Context: an optimization exercise on an open-source flow, tuned for small area, a short achievable clock period and few clock cycles. The choices shown serve that exercise and are no tape-out recipe. The RTL of this run was laid out without a check of its function. No activity file was given, so power comes from the tool's default toggle rates.

$ cat flow/design.v
`timescale 1ns / 1ps
package wnm_pkg;
    localparam int MAX_PATTERN = 32;
    localparam int POS_W       = MAX_PATTERN + 1;
    localparam int LEN_W       = $clog2(MAX_PATTERN + 1);
    localparam logic [7:0] ANY_ONE = 8'd63;
    localparam logic [7:0] ANY_RUN = 8'd42;
    localparam logic CMD_LOAD = 1'b0;
    localparam logic CMD_NAME = 1'b1;
    typedef struct packed {
        logic matched;
        logic pattern_overflow;
    } t_result;
endpackage
`timescale 1ns / 1ps
module wnm_cell (
    input  logic       i_clk,
    input  logic [7:0] i_d,
    input  logic [7:0] i_ch,
    output logic [7:0] o_q,
    output logic       o_hit,
    output logic       o_star
);
    logic [7:0] r_byte;
    always_ff @(posedge i_clk) begin
        r_byte <= i_d;
    end
    assign o_q    = r_byte;
    assign o_star = (r_byte == wnm_pkg::ANY_RUN);
    assign o_hit  = (r_byte == wnm_pkg::ANY_ONE) || (r_byte == i_ch);
endmodule
`timescale 1ns / 1ps
module wnm_out_skid (
    input  logic             i_clk,
    input  logic             i_rst_n,
    input  logic             i_push,
    input  logic             i_push_next,
    input  wnm_pkg::t_result i_data,
    output logic             o_room_next,
    output logic             o_valid,
    input  logic             i_ready,
    output wnm_pkg::t_result o_data
);
    logic    r_out_valid;
    logic    n_out_valid;
    wnm_pkg::t_result r_out;
    wnm_pkg::t_result n_out;
    logic    r_skid_valid;
    logic    n_skid_valid;
    wnm_pkg::t_result r_skid;
    wnm_pkg::t_result n_skid;
    logic    out_free;
    assign out_free = !r_out_valid || i_ready;
    always_comb begin
        n_out_valid  = r_out_valid;
        n_out        = r_out;
        n_skid_valid = r_skid_valid;
        n_skid       = r_skid;
        if (out_free) begin
            if (r_skid_valid) begin
                n_out_valid  = 1'b1;
                n_out        = r_skid;
                n_skid_valid = i_push;
                n_skid       = i_data;
            end else begin
                n_out_valid  = i_push;
                n_out        = i_data;
            end
        end else if (i_push) begin
            n_skid_valid = 1'b1;
            n_skid       = i_data;
        end
    end
    always_ff @(posedge i_clk) begin
        if (!i_rst_n) begin
            r_out_valid  <= 1'b0;
            r_skid_valid <= 1'b0;
        end else begin
            r_out_valid  <= n_out_valid;
            r_skid_valid <= n_skid_valid;
        end
    end
    always_ff @(posedge i_clk) begin
        r_out  <= n_out;
        r_skid <= n_skid;
    end
    assign o_room_next = !n_out_valid || (!n_skid_valid && !i_push_next);
    assign o_valid = r_out_valid;
    assign o_data  = r_out;
endmodule
`timescale 1ns / 1ps
module wildcard_name_matcher (
    input  logic       i_clk,
    input  logic       i_rst_n,
    input  logic       i_valid,
    output logic       o_ready,
    input  logic       i_cmd,
    input  logic [7:0] i_ch,
    input  logic       i_last,
    output logic       o_valid,
    input  logic       i_ready,
    output logic       o_matched,
    output logic       o_pattern_overflow
);
    localparam int N  = wnm_pkg::MAX_PATTERN;
    localparam int R  = N + 1;            
    localparam int LW = wnm_pkg::LEN_W;
    localparam int PW = $clog2(R);
    localparam int E  = 3;                
    logic [LW-1:0]  r_cnt;            
    logic [PW-1:0]  r_ph;             
    logic [PW-1:0]  r_p0;             
    logic           r_lstar;          
    logic           r_ovf;
    logic           r_load_restart;
    logic           r_name_restart;
    logic           r_ready;
    logic           r_nm_v;
    logic           r_nm_first;
    logic           r_nm_last;
    logic [7:0]     r_nm_ch;
    logic [R-1:0]   r_act;
    logic           in_fire;
    logic           load_fire;
    logic           name_fire;
    logic           ch_star;
    logic [LW-1:0]  ld_cnt;
    logic           ld_lstar;
    logic           ld_room;
    logic           store;
    logic [PW-1:0]  wr_cell;
    logic [PW-1:0]  ph_inc;
    logic [PW-1:0]  p0_inc;
    logic [LW-1:0]  n_cnt;
    logic [PW-1:0]  n_ph;
    logic           n_load_restart;
    logic [7:0]     q   [R];
    logic [R-1:0]   hit;
    logic [R-1:0]   star;
    logic [R-1:0]   acc;
    logic [R-1:0]   first;
    logic [R-1:0]   acc_x;
    logic [R-1:0]   cur;
    logic [R-1:0]   step;
    logic [R-1:0]   closed;
    logic           push;
    logic           push_next;
    logic           out_room;
    wnm_pkg::t_result push_data;
    wnm_pkg::t_result out_data;
    assign o_ready   = r_ready;
    assign in_fire   = i_valid && r_ready;
    assign load_fire = in_fire && (i_cmd == wnm_pkg::CMD_LOAD);
    assign name_fire = in_fire && (i_cmd == wnm_pkg::CMD_NAME);
    assign ch_star   = (i_ch == wnm_pkg::ANY_RUN);
    assign ld_cnt   = r_load_restart ? '0 : r_cnt;
    assign ld_lstar = !r_load_restart && r_lstar;
    assign ld_room  = (ld_cnt < LW'(N));
    assign store    = load_fire && ld_room && !(ch_star && ld_lstar);
    assign wr_cell = r_load_restart ? '0 : r_ph;
    for (genvar i = 0; i < R; i++) begin : g_cell
        logic [7:0] d;
        logic       wr;
        logic       mark;
        if (i < E) begin : g_entry
            assign wr = store && (wr_cell == PW'(i));
        end else begin : g_pass
            assign wr = 1'b0;
        end
        if (i < E - 1) begin : g_mark
            assign mark = store && (wr_cell == PW'(i + 1));
        end else if (i == R - 1) begin : g_mark_top
            assign mark = (store && (wr_cell == '0)) || !i_rst_n;
        end else begin : g_nomark
            assign mark = 1'b0;
        end
        assign d = wr ? i_ch : {q[(i+R-1)%R][7:1], q[(i+R-1)%R][0] | mark};
        wnm_cell u_cell (
            .i_clk  (i_clk),
            .i_d    (d),
            .i_ch   (r_nm_ch),
            .o_q    (q[i]),
            .o_hit  (hit[i]),
            .o_star (star[i])
        );
    end
    assign ph_inc = (r_ph == PW'(R-1)) ? '0 : r_ph + PW'(1);
    assign p0_inc = (r_p0 == PW'(R-1)) ? '0 : r_p0 + PW'(1);
    assign n_cnt          = load_fire ? (ld_room ? ld_cnt + LW'(1) : ld_cnt) : r_cnt;
    assign n_ph           = store ? wr_cell : ph_inc;
    assign n_load_restart = load_fire ? i_last : r_load_restart;
    always_ff @(posedge i_clk) begin
        if (!i_rst_n) begin
            r_cnt          <= '0;
            r_ph           <= '0;
            r_p0           <= PW'(R-1);
            r_lstar        <= 1'b0;
            r_ovf          <= 1'b0;
            r_load_restart <= 1'b1;
            r_name_restart <= 1'b1;
            r_ready        <= 1'b1;
        end else begin
            r_cnt          <= n_cnt;
            r_ph           <= n_ph;
            r_p0           <= (store && r_load_restart) ? '0 : p0_inc;
            r_load_restart <= n_load_restart;
            if (load_fire) begin
                r_lstar        <= store ? ch_star : ld_lstar;
                r_ovf          <= (!r_load_restart && r_ovf) || !ld_room;
                r_name_restart <= 1'b1;
            end else if (name_fire) begin
                r_name_restart <= i_last;
            end
            r_ready <= out_room && (n_load_restart || (n_cnt == LW'(N)) || (n_ph < PW'(E)));
        end
    end
    always_ff @(posedge i_clk) begin
        if (!i_rst_n) begin
            r_nm_v <= 1'b0;
        end else begin
            r_nm_v <= name_fire;
        end
    end
    always_ff @(posedge i_clk) begin
        r_nm_first <= r_name_restart;
        r_nm_last  <= i_last;
        r_nm_ch    <= i_ch;
    end
    for (genvar k = 0; k < R; k++) begin : g_pos
        assign acc[k]   = (r_ph == PW'((k + 1) % R));
        assign first[k] = (r_p0 == PW'(k));
        assign acc_x[k] = acc[k] || (acc[(k+R-1)%R] && star[k]);
    end
    assign cur = r_nm_first ? first : r_act;
    for (genvar k = 0; k < R; k++) begin : g_close
        assign closed[k] = cur[k] || (cur[(k+1)%R] && star[(k+1)%R]);
    end
    for (genvar k = 0; k < R; k++) begin : g_step
        logic hit_in;
        assign hit_in  = hit[(k+1)%R] && !acc[(k+1)%R] && r_nm_v;
        assign step[k] = (closed[k] && (star[k] || !r_nm_v)) || (closed[(k+1)%R] && hit_in);
    end
    always_ff @(posedge i_clk) begin
        r_act <= {step[R-2:0], step[R-1]};
    end
    assign push                       = r_nm_v && r_nm_last;
    assign push_next                  = name_fire && i_last;
    assign push_data.matched          = |(step & acc_x);
    assign push_data.pattern_overflow = r_ovf;
    wnm_out_skid u_out (
        .i_clk       (i_clk),
        .i_rst_n     (i_rst_n),
        .i_push      (push),
        .i_push_next (push_next),
        .i_data      (push_data),
        .o_room_next (out_room),
        .o_valid     (o_valid),
        .i_ready     (i_ready),
        .o_data      (out_data)
    );
    assign o_matched          = out_data.matched;
    assign o_pattern_overflow = out_data.pattern_overflow;
endmodule
$ cat flow/run.sh
#!/bin/bash
# synth_recipe.tcl (not shown) runs the flow's synth.tcl, then flattens the netlist and writes it again
# the make line also repeats each setting of config.mk as NAME=value (left out here)
make -C /OpenROAD-flow-scripts/flow DESIGN_CONFIG=/design/flow/config.mk WORK_HOME=/design/flow/orfs CLKGATE_MAP_FILE= SYNTH_SCRIPT=/design/flow/synth_recipe.tcl finish
$ cat flow/config.mk
export PLATFORM = sky130hd
export DESIGN_NAME = wildcard_name_matcher
export DESIGN_NICKNAME = wildcard_name_matcher
export VERILOG_FILES = /design/flow/design.v
export SDC_FILE = /design/flow/constraint.sdc
export NUM_CORES = 4
export LEC_CHECK = 0
export CAP_MARGIN = 20
export CORE_MARGIN = 2
export CORE_UTILIZATION = 40
export SETUP_SLACK_MARGIN = 2.9
export SLEW_MARGIN = 20
$ cat flow/constraint.sdc
create_clock -name core_clock -period 5.0 [get_ports {i_clk}]
set_input_delay 1.0000 -clock core_clock [delete_from_list [all_inputs] [get_ports {i_clk}]]
set_output_delay 1.0000 -clock core_clock [all_outputs]
set_load 0.01 [all_outputs]
==> run summary <==
where the power goes:
group | switching (mW) | leakage, nW | internal [mW]
clock | 1.10 | 0.614 | 1.66
combinational | 0.315 | 2.95 | 0.349
sequential | 0.262 | 2.80 | 2.89
routing by layer:
metal / GRT usage, % / wire length [um] / vias to the layer above / part of all wire (%)
li1: - / - / 5751 / -
met1: 32.0 / 20800 / 6032 / 45
met2: 36.8 / 20800 / 494 / 45
met3: 3.54 / 3190 / 109 / 6.9
met4: 7.97 / 1580 / 0 / 3.4
met5: 0 / 0 / - / 0
state kept, by name (all words and copies together), names as in the netlist, 2 cells and up:
name	count
g_cell.u_cell.r_byte	264
r_act	33
r_cnt	6
r_nm_ch	8
r_p0	6
r_ph	6
u_out.r_out	2
u_out.r_skid	2
what timing repair did:
action                                  CTS  global route
endpoints found under the setup margin   78            43
cloned                                    1             0
hold buffers                              0             0
endpoints found under the hold margin     0             0
pin swaps                                25            25
resized for setup                       145            82
setup buffers                            22            52
logic make-up (layout without fill, tap and decap cells):
family | count (synthesis) | in the layout
AO/OA/AOI/OAI | 257 | 257
buffers and inverters | 91 | 193
AND/OR/NAND/NOR | 540 | 541
multiplexers | 26 | 26
flip-flops | 337 | 337
XOR/XNOR | 272 | 272
adder cells (fa/ha/maj) | 10 | 10
cells in the final DEF, fill, tap and decap left out, drive strengths merged, types with 9 or more instances in the layout:
master / count
a21oi: 41
a22oi: 21
a32o: 9
a32oi: 14
and2: 11
and3: 18
buf: 105
clkbuf: 52
dfxtp: 333
ha: 10
inv: 23
mux2: 23
nand2: 111
nand3: 92
nand4: 87
nor2: 52
nor2b: 12
nor3: 25
nor4: 28
nor4bb: 12
o21a: 18
o21ai: 82
o22ai: 9
or3: 20
or4: 28
xnor2: 205
xor2: 67
per-stage QoR:
| stage | area (um^2) | setup WS, ps |
|---|---|---|
| after floorplan | 14900 | 2450 |
| after global placement | 15400 | 1560 |
| after detailed placement | 15500 | 1500 |
| after CTS | 17200 | 2300 |
| after global routing | 17900 | 2260 |
| final | 17900 | 2270 |
how the worst min path moves through the flow:
stage                                        to                        start  cells after the start  slack (ps)
detailed placement                   r_nm_first               r_name_restart                      0         360
global placement    g_cell[30].u_cell.r_byte[6]  g_cell[29].u_cell.r_byte[6]                      0         360
finish              g_cell[30].u_cell.r_byte[7]  g_cell[29].u_cell.r_byte[7]                      0         370
floorplan                            r_nm_first               r_name_restart                      0         330
CTS                                  r_nm_first               r_name_restart                      0         370
global route                         r_nm_first               r_name_restart                      0         370
layout make-up:
| type | instances | area (um^2) | share of cell area (%) |
|---|---|---|---|
| clock inverters | 12 | 126 | 0.704 |
| well taps | 468 | 586 | 3.26 |
| inverters | 20 | 91.3 | 0.509 |
| repair buffers | 109 | 1000 | 5.59 |
| clock buffers | 52 | 1110 | 6.21 |
| flip-flops and latches | 337 | 6870 | 38.3 |
| multi-input cells | 1106 | 8150 | 45.4 |
==> summary.txt <==
Finish
  – Final Util: 49.2%
  – Fillers: 3,303
  – Ratio of cells with drive above 1 in the final layout: 20.0%
  – Layout net count: 1,635
  – Antenna cells: 0
  – Area delta synth->final: 21.9%
  – Post-Layout Cell Count: 2,104

Power and ir drop
  – Total design power: 6.58 mW
  – VDD IR max: 0.218 mV
  – Pwr Density: 367 nW/um^2
  – Pleak: 6.36 nW

Critical path
  – Worst Path Required: 5260 ps
  – FF-to-FF End: u_out.r_out[1]
  – Buf/Inv on CP: 1
  – Crit Path Max Fanout: 16
  – Crit path DAT: 2990 ps
  – WP depth: 9
  – Startpoint type of the worst setup path: flop
  – CP startpoint: r_ph[4]
  – CP Capture Type: flop
  – Crit-path cells: buf_6 > or3b_1 > or2_1 > and2_1 > nand4_1 > o2111ai_4 > nor4_2 > and4_4 > a32oi_2
  – Cell count of the worst reg-to-reg path: 9
  – FF-to-FF Start: r_ph[4]
  – Crit Path Category: flop to flop
  – Critical Path Max Stage Delay: 390 ps
  – Crit-path slowest cell: or3b_1
  – Top Family by Delay on Critical Path: simple AND/OR/NAND/NOR gates
  – R2r setup slk: 2270 ps
  – Worst Setup EP: u_out.r_out[1]

CTS
  – CTS tree: yes
  – Clock Root Buffer: clkbuf_16
  – Worst-path clk slew: 60 ps
  – Worst skew pair latency: 540 ps
  – CTS max path bufs: 3
  – Clock H-tree levels: 2
  – TritonCTS Sinks: 337
  – CTS buffer count: 37

Timing
  – Clock Skew: 19.8 ps
  – Final hold violation count: 0
  – Period utilization: 54.6%
  – Worst-margin pin slew: 641 ps
  – Max-slew violations: 0
  – Post-route minimum period: 2730 ps
  – RSZ-0062 raised after global routing: yes
  – Max_slew headroom: 56.7%
  – Fmax: 367 MHz
  – Final setup vio count: 0
  – Hold WS: 372 ps
  – Fin Setup TNS: 0 ps

Synthesis
  – EDFF count, synth: 4
  – Synth unique cells: 79
  – Seq/Total Area, Yosys: 46.1%
  – Top cells by area, synth: dfxtp_1, xnor2_1, xor2_1
  – Primary FF master, synth: dfxtp_1
  – Post-Synth Adder-Cell Area: 0.850%
  – Avg Inst Size Synth: 9.61 um^2
  – Ys Warns: 4
  – Post-synthesis simple-gate area fraction: 20.6%
  – Synth cell count leaders: dfxtp_1, xnor2_1, nand2_1
  – Top cell type's share of synthesized area: 45.3%
  – Synthesized area: 14,700 um^2
  – XOR/XNOR share of the synthesized area: 16.2%
  – Cell taking the most area after synthesis: dfxtp_1
  – Post-synthesis sequential element count: 337
  – Cells after Synth: 1,533
  – Asr flop ratio synth: 0%
  – Largest family of logic cells by synthesized area: simple AND/OR/NAND/NOR gates
  – Synth Area in Compound Gates: 11.7%
  – Syn Nets: 1,557
  – Post-synthesis mux area share: 1.96%
  – Top-count cell post-synth: dfxtp_1

Status
  – Status: no timing/DRC/antenna violations

Route
  – Via density: 5.89
  – DRC: 0
  – WL per Instance: 22.0 um
  – WL final: 46,300 um
  – Via count: 12,400
  – DRT Pass-1 Iters: 6
  – Detail Route Antenna Nets: 0
  – Drt first-iter violations: 1,266

Floorplan
  – Rows: 70
  – Die Ht: 196 um
  – I/O pin cnt: 18
  – Core Box Area: 36,400 um^2
  – Die area: 38,400 um^2
  – Starting Density: 40.4%
  – DIE WIDTH: 196 um

Global routing
  – First-pass GRT wire length: 69,100 um
  – Congestion Overflow GR: 0
  – Vias in the first global route: 11,700
  – Initial antenna violation count: 0
  – Largest net degree at the start of global routing: 47
  – Tot GR Track Use: 23.1%

Place
  – GP Congestion: 0.969
  – Port bufs: 17
  – Placed Instances: 1,965
  – HPWL after DPL: 30,800 um

Min path
  – Worst hold path class: flop to flop

Flow run
  – Max-Cap Viols: 0

afterwards: timing with drivers on the ports:
Ports are ideal in the flow. The routed layout listed here was re-timed in OpenROAD.
Step 1, drivers: a clkbuf_16 drives i_clk and a buf_2 each remaining input, both assumed.
Step 2 adds t to the input delays and takes it off the output delays; t is the mean of the earliest and latest rising clock arrival at the registers after step 1. Input paths then give back, and output paths get back, about the clock's delay inside the block.
Slacks: ideal / step 1 / step 2; pairs: ideal / step 1.
t (ns): 0.581
setup slack, ns: 2.272 / 2.272 / 2.101
worst setup path at the end: input to register
clock arrival spread, ns: 0.023 / 0.023
After both steps this run still meets setup and hold. For this run, drivers alone change the setup slack by 0.000 ns; drivers and shift together by -0.171 ns.
